From an optimization exercise on the open Yosys and OpenROAD flow, aimed at small area, a short achievable clock period and few clock cycles; shortcuts taken in it are not production practice.
Where RTL was checked, it was by simulation tests only, not by an equivalence proof against the original.

==> 05-17: inputs <==
Design motion_command_text_parser_top, start of the top module:
module motion_command_text_parser_top
(
    input  logic          clk,
    input  logic          rst_n,
    input  logic          cmd_valid,
    output logic          cmd_ready,
    input  logic [7:0]    cmd_ch,
    output logic          rec_valid,
    input  logic          rec_ready,
    output logic [2:0]    rec_record_index,
    output logic [31:0]   rec_joint_angle,
    output logic [31:0]   rec_start_reload,
    output logic [31:0]   rec_target_reload,
    output logic [31:0]   rec_duration_ms,
    output logic          rec_accepted,
    output logic          rec_last_record
);
clock: 18.0 ns
lec_check: 0
cap_margin: 20
core_margin: 2
core_utilization: 85
slew_margin: 20
standard.sh (not shown) runs the stock make flow with config.mk's settings and CLKGATE_MAP_FILE= SYNTH_SCRIPT=/design/flow/synth_recipe.tcl, a recipe that flattens the netlist after the stock synthesis.
==> flow/flow/run.sh <==
#!/bin/bash
# Own layout flow: the standard ORFS flow (standard.sh, with the standard
# synthesis unchanged) plus:
#  - port buffers made from a plain buffer cell (every port still gets one);
#  - cr.tcl after floorplan: a fast two-level copy of the cmd_ready logic drives
#    the cmd_ready port (the synthesized logic keeps driving the internal loads);
#  - repair_timing asked for extra setup margin;
#  - CTS without dummy loads.
set -euo pipefail
W=$(pwd)
export BUFFER_PORTS_ARGS="-buffer_cell sky130_fd_sc_hd__buf_1"
export SETUP_SLACK_MARGIN=10.4
export POST_FLOORPLAN_TCL="$W/flow/cr.tcl"
export CTS_ARGS="-sink_clustering_enable -repair_clock_nets -buf_list sky130_fd_sc_hd__clkbuf_4 -sink_clustering_size 10 -sink_clustering_max_diameter 40 -dont_use_dummy_load"
bash standard.sh > standard.log 2>&1
Other scripts of this flow, unchanged in this note and not shown: flow/flow/cr.tcl
==> 02-09 (differences from 05-17) <==
- CORE_UTILIZATION: 85 -> 70
==> impl_results.md <==
- Chip width: 228 um
- DP HPWL: ~60000 um
- Rows: 81
- Multiplexer share of the synthesized area: 0.00124
- Status: aborted with a tool error
- XOR/XNOR Fraction of Synth Area: 0.00844
- Initial Util: 0.865
- Run Error: [ERROR DPL-0033] detailed placement checks failed during check placement.
- Gp weighted congestion: 0.884
- IO Pins: 147
- Main combinational cell family by area after synthesis: compound AO/OA/AOI/OAI gates
- EDFF count, synth: 1218
- Post-synthesis compound-gate area fraction: 0.0510
- Post-synth ARST share: 0.0121
- Failed at: detailed placement
[end of results for 05-17]
==> impl_results.md <==
- Initial antenna violation count: 6
- XOR/XNOR Fraction of Synth Area: 0.00844
- DP HPWL: 39400 um
- Initial Util: 0.706
- Nets@finish: 2357
- IO Pins: 147
- EDFF count, synth: between 1k and 1.5k
- Status: no timing/DRC/antenna violations
- Main combinational cell family by area after synthesis: compound AO/OA/AOI/OAI gates
- Post-synth ARST share: 0.0121
- Post-synthesis compound-gate area fraction: 0.0510
- Setup Viol. Count Final: 0
- Rows: 90
- Cell count after synthesis: 1992
[end of results for 02-09]
No run of this note included a check of the RTL's function; only the layout flow was run.

---

==> inputs of run a <==
Another version of the RTL of motion_command_text_parser_top (not shown whole).
## motion_command_text_parser_top
module motion_command_text_parser_top
(
    input  logic          clk,
    input  logic          rst_n,
    input  logic          cmd_valid,
    output logic          cmd_ready,
    input  logic [7:0]    cmd_ch,
    output logic          rec_valid,
    input  logic          rec_ready,
    output logic [2:0]    rec_record_index,
    output logic [31:0]   rec_joint_angle,
    output logic [31:0]   rec_start_reload,
    output logic [31:0]   rec_target_reload,
    output logic [31:0]   rec_duration_ms,
    output logic          rec_accepted,
    output logic          rec_last_record
);
==> flow/config.mk <==
export PLATFORM = sky130hd
export DESIGN_NAME = motion_command_text_parser_top
export DESIGN_NICKNAME = motion_command_text_parser_top
export VERILOG_FILES = /design/flow/design.v
export SDC_FILE = /design/flow/constraint.sdc
export NUM_CORES = 4
export LEC_CHECK = 0
export CAP_MARGIN = 20
export CORE_MARGIN = 2
export CORE_UTILIZATION = 70
export CTS_BUF_LIST = sky130_fd_sc_hd__clkbuf_16
export CTS_CLUSTER_DIAMETER = 100
export CTS_CLUSTER_SIZE = 30
export SLEW_MARGIN = 20
==> flow/constraint.sdc <==
create_clock -name core_clock -period 18.0 [get_ports {clk}]
set_input_delay 3.6000 -clock core_clock [delete_from_list [all_inputs] [get_ports {clk}]]
set_output_delay 3.6000 -clock core_clock [all_outputs]
set_load 0.01 [all_outputs]
run.sh (not shown) runs the stock make flow with config.mk's settings and CLKGATE_MAP_FILE= SYNTH_SCRIPT=/design/flow/synth_recipe.tcl, a recipe that flattens the netlist after the stock synthesis.
Stock flow here: none of the scripts above is used.
==> run b (differences from run a) <==
--- a/flow/design.v
+++ b/flow/design.v
@@ -67,17 +67,20 @@
     logic        digit;
     logic        jdig;
     logic        in_num;
     logic [4:0]  after;        
     logic [7:0]  lit;          
     logic        skip_ws;
     logic [4:0]  lit_next;
-    logic [35:0]        t;
-    logic [35:0]        a;
-    logic [35:0]        sd;
+    logic [31:0]        t;
+    logic [31:0]        a;
+    logic [31:0]        sd;
+    logic               clear;
+    logic               sat_p;
+    logic               sat_n;
     logic [3:0]         d;
     logic               nd;
     logic [31:0]        acc_new;
     assign nul   = (ch == cmdp_pkg::CH_NUL);
     assign ws    = cmdp_pkg::is_ws(ch);
     assign digit = cmdp_pkg::is_digit(ch);
     assign jdig  = (ch == (cmdp_pkg::CH_DIG1 + {5'd0, jn_reg}));
@@ -90,18 +93,21 @@
             cmdp_pkg::P_N2: after = cmdp_pkg::P_T;
             cmdp_pkg::P_N3: after = (jn_reg == 3'd5) ? cmdp_pkg::P_TT : cmdp_pkg::P_J;
             default:        after = cmdp_pkg::P_END;
         endcase
     end
     assign nd      = neg_reg;
     assign d       = ch[3:0];
-    assign a       = dig_reg ? {{4{acc_reg[31]}}, acc_reg} : 36'd0;
-    assign sd      = nd ? (36'd0 - {32'd0, d}) : {32'd0, d};
-    assign t       = (a << 3) + (a << 1) + sd;
-    assign acc_new = ((t[35:31] != 5'h00) && (t[35:31] != 5'h1F)) ? {nd, {31{!nd}}} : t[31:0];
+    assign a       = acc_reg;
+    assign sd      = {{28{nd}}, d ^ {4{nd}}};
+    assign t       = (a << 3) + (a << 1) + sd + {31'd0, nd};
+    assign sat_p   = !nd && ((acc_reg > 32'd214748364) || ((acc_reg == 32'd214748364) && (d >= 4'd8)));
+    assign sat_n   =  nd && ((acc_reg[31] && (acc_reg < 32'hF3333334)) || ((acc_reg == 32'hF3333334) && (d == 4'd9)));
+    assign acc_new = (sat_p || sat_n) ? {nd, {31{!nd}}} : t;
+    assign clear   = push || (in_v && !dig_reg && (pos_reg != cmdp_pkg::P_END));
     always_comb
     begin
         lit      = cmdp_pkg::CH_DIG1 + {5'd0, jn_reg};
         skip_ws  = 1'b0;
         lit_next = cmdp_pkg::P_FAIL;
         case ((in_num && dig_reg && !digit) ? after : pos_reg)
             cmdp_pkg::P_M:  begin lit = cmdp_pkg::CH_M; lit_next = cmdp_pkg::P_O; end
@@ -228,14 +234,16 @@
                 bank_reg <= !bank_reg;
         end
     end
     always_ff @(posedge clk)
     begin
         if (take_digit)
             acc_reg <= acc_new;
+        else if (clear)
+            acc_reg <= 32'd0;
     end
 endmodule
 `timescale 1ns / 1ps
 module cmdp_store
 (
     input  logic        clk,
     input  logic        rst_n,
@@ -261,28 +269,30 @@
     logic [31:0] lane_a0 [0:5];
     logic [31:0] lane_a1 [0:5];
     logic [31:0] lane_a2 [0:5];
     logic [31:0] lane_b0 [0:5];
     logic [31:0] lane_b1 [0:5];
     logic [31:0] lane_b2 [0:5];
     logic        out_valid;
-    logic        out_acc;
     logic        sel_a;
     logic        sel_b;
     logic [2:0]  out_idx;
-    logic        out_last;
     logic [31:0] out_dur;
     logic        busy_reg;
+    logic        out_acc;
+    logic        out_last;
     logic        take;
     logic        rd_a;
     logic        rd_b;
     logic [2:0]  sh_a;
     logic [2:0]  sh_b;
     logic        valid_next;
-    assign take = out_valid && rec_ready;
+    assign out_acc  = sel_a || sel_b;
+    assign out_last = !out_acc || (out_idx[2] && out_idx[0]);
+    assign take     = out_valid && rec_ready;
     assign rd_a = take && sel_a;
     assign rd_b = take && sel_b;
     always_comb
     begin
         for (int l = 0; l < 3; l++)
         begin
             sh_a[l] = rd_a || (push && !push_bank && (push_lane == 2'(l)));
@@ -315,25 +325,22 @@
             busy_reg  <= valid_next || zero_taken;
         end
     end
     always_ff @(posedge clk)
     begin
         if (term)
         begin
-            out_acc  <= term_acc;
             sel_a    <= term_acc && !term_bank;
             sel_b    <= term_acc &&  term_bank;
             out_idx  <= 3'd0;
-            out_last <= !term_acc;
             out_dur  <= term_acc ? value : 32'd0;
         end
         else if (take)
         begin
             out_idx  <= out_idx + 3'd1;
-            out_last <= (out_idx == 3'd4);
         end
     end
     assign busy              = busy_reg;
     assign rec_valid         = out_valid;
     assign rec_record_index  = out_idx;
     assign rec_joint_angle   = ({32{sel_a}} & lane_a0[0]) | ({32{sel_b}} & lane_b0[0]);
     assign rec_start_reload  = ({32{sel_a}} & lane_a1[0]) | ({32{sel_b}} & lane_b1[0]);
==> flow/flow/run.sh (new file) <==
#!/bin/bash
# Own layout flow: the standard ORFS flow (standard.sh, with the standard
# synthesis unchanged) plus:
#  - port buffers made from a plain buffer cell (every port still gets one);
#  - cr.tcl after floorplan: a fast two-level copy of the cmd_ready logic drives
#    the cmd_ready port (the synthesized logic keeps driving the internal loads);
#  - repair_timing asked for extra setup margin;
#  - CTS without dummy loads.
set -euo pipefail
W=$(pwd)
export BUFFER_PORTS_ARGS="-buffer_cell sky130_fd_sc_hd__buf_1"
export SETUP_SLACK_MARGIN=10.4
export POST_FLOORPLAN_TCL="$W/flow/cr.tcl"
export CTS_ARGS="-sink_clustering_enable -repair_clock_nets -buf_list sky130_fd_sc_hd__clkbuf_16 -sink_clustering_size 24 -sink_clustering_max_diameter 60 -dont_use_dummy_load"
bash standard.sh > standard.log 2>&1
==> flow/flow/cr.tcl (new file) <==
# Rebuild the cmd_ready output cone as a fast two-level NOR/NAND tree:
#   cmd_ready = ~busy | (cmd_ch != 0) = NAND4(NOR2(c0,c1), NOR2(c2,c3), NOR2(c4,c5), NOR3(c6,c7,~busy))
# The logic synthesis made stays in place for the internal loads of cmd_ready.
set block [ord::get_db_block]
set crnet [$block findNet cmd_ready]
# driver of cmd_ready and its other loads
set drv ""
foreach it [$crnet getITerms] {
  if {[$it isOutputSignal]} { set drv $it }
}
puts "cmd_ready driver: [[$drv getInst] getName] [[[$drv getInst] getMaster] getName]"
set inet [odb::dbNet_create $block cr_internal]
$drv disconnect
$drv connect $inet
foreach it [$crnet getITerms] {
  $it disconnect
  $it connect $inet
}
# busy flop output
set busy ""
foreach inst [$block getInsts] {
  if {[string match "*busy_reg*" [$inst getName]]} { set busy $inst }
}
puts "busy flop: [$busy getName]"
set busynet [[$busy findITerm Q] getNet]
proc mk {block master name} {
  set m [[ord::get_db] findMaster $master]
  return [odb::dbInst_create $block $m $name]
}
proc net {block name} { return [odb::dbNet_create $block $name] }
set nb [net $block cr_busy_n]
set i [mk $block sky130_fd_sc_hd__inv_1 cr_inv]
[$i findITerm A] connect $busynet
[$i findITerm Y] connect $nb
set outs {}
foreach {k a b} {0 0 1 1 2 3 2 4 5} {
  set n [net $block cr_n$k]
  set g [mk $block sky130_fd_sc_hd__nor2_2 cr_nor$k]
  [$g findITerm A] connect [$block findNet "cmd_ch\[$a\]"]
  [$g findITerm B] connect [$block findNet "cmd_ch\[$b\]"]
  [$g findITerm Y] connect $n
  lappend outs $n
}
set n [net $block cr_n3]
set g [mk $block sky130_fd_sc_hd__nor3_2 cr_nor3]
[$g findITerm A] connect [$block findNet "cmd_ch\[6\]"]
[$g findITerm B] connect [$block findNet "cmd_ch\[7\]"]
[$g findITerm C] connect $nb
[$g findITerm Y] connect $n
lappend outs $n
set g [mk $block sky130_fd_sc_hd__nand4_2 cr_nand]
foreach p {A B C D} o $outs { [$g findITerm $p] connect $o }
[$g findITerm Y] connect $crnet
==> flow/standard.sh (new file) <==
#!/bin/bash
# synth_recipe.tcl (not shown) runs the flow's synth.tcl, then flattens the netlist and writes it again
# the make line also repeats each setting of config.mk as NAME=value (left out here)
make -C /OpenROAD-flow-scripts/flow DESIGN_CONFIG=/design/flow/config.mk WORK_HOME=/design/flow/orfs CLKGATE_MAP_FILE= SYNTH_SCRIPT=/design/flow/synth_recipe.tcl "${@:-finish}"
- CTS_BUF_LIST: sky130_fd_sc_hd__clkbuf_16 -> not set
- CTS_CLUSTER_DIAMETER: 100 -> not set
- CTS_CLUSTER_SIZE: 30 -> not set
removed: flow/run.sh
==> results.txt <==
pin count of the biggest net entering global routing=~190; Setup Skew=69.82 ps; Post-Syn Nets=between 2000 and 2500; status=complete, no violations; Placer Congestion=0.8956; R2R cell count=8; DRT Pass-1 Iters=6; sw frac=0.1972; met2 wire len=between 30000 and 40000 um; synth cell count leaders=edfxtp_1, a22o_1, nor2_1, a21oi_1, o21ai_0; Data buffer area share=0.01767
[end of results for run b]
==> results.txt <==
sw frac=0.1956; status=complete, no violations; pin count of the biggest net entering global routing=86; synth cell count leaders=edfxtp_1, a22o_1, and2_1, a21oi_1, nand2_1; DRT Pass-1 Iters=5; Post-Syn Nets=between 2000 and 2500; Setup Skew=between 40 and 50 ps; Data buffer area share=0.03633; met2 wire len=around 34000 um
[end of results for run a]
Testbench counts of run a, summed over its fixed seeds: cycles 74,613.
Function not checked in run b: the RTL went through the layout flow alone.

## re-timing with driven ports
In the flow no input, the clock included, has a driving cell. The finished layouts below were timed again as built, in two steps. Step 1 (the two cells are an assumption about what drives the block):
set clk [get_ports {clk}]
set_driving_cell -lib_cell sky130_fd_sc_hd__clkbuf_16 $clk
set_driving_cell -lib_cell sky130_fd_sc_hd__buf_2 [delete_from_list [all_inputs] $clk]
Step 2 times the ports against the registers' clock, not the clock port: input delays grow and output delays shrink by t, the midpoint of the rising clock arrivals with the driver on. Slacks: ideal ports / drivers / drivers and shift; pairs: ideal ports / drivers.
run	shift t [ns]	setup WS [ns]	worst data-port slew with drivers (ns)
02-09	0.997	10.276 / 10.232 / 10.232	0.06
run a	0.675	9.329 / 9.302 / 9.302	0.03
run b	0.650	10.282 / 10.238 / 10.238	0.06
After both steps setup and hold are still met in every run listed.
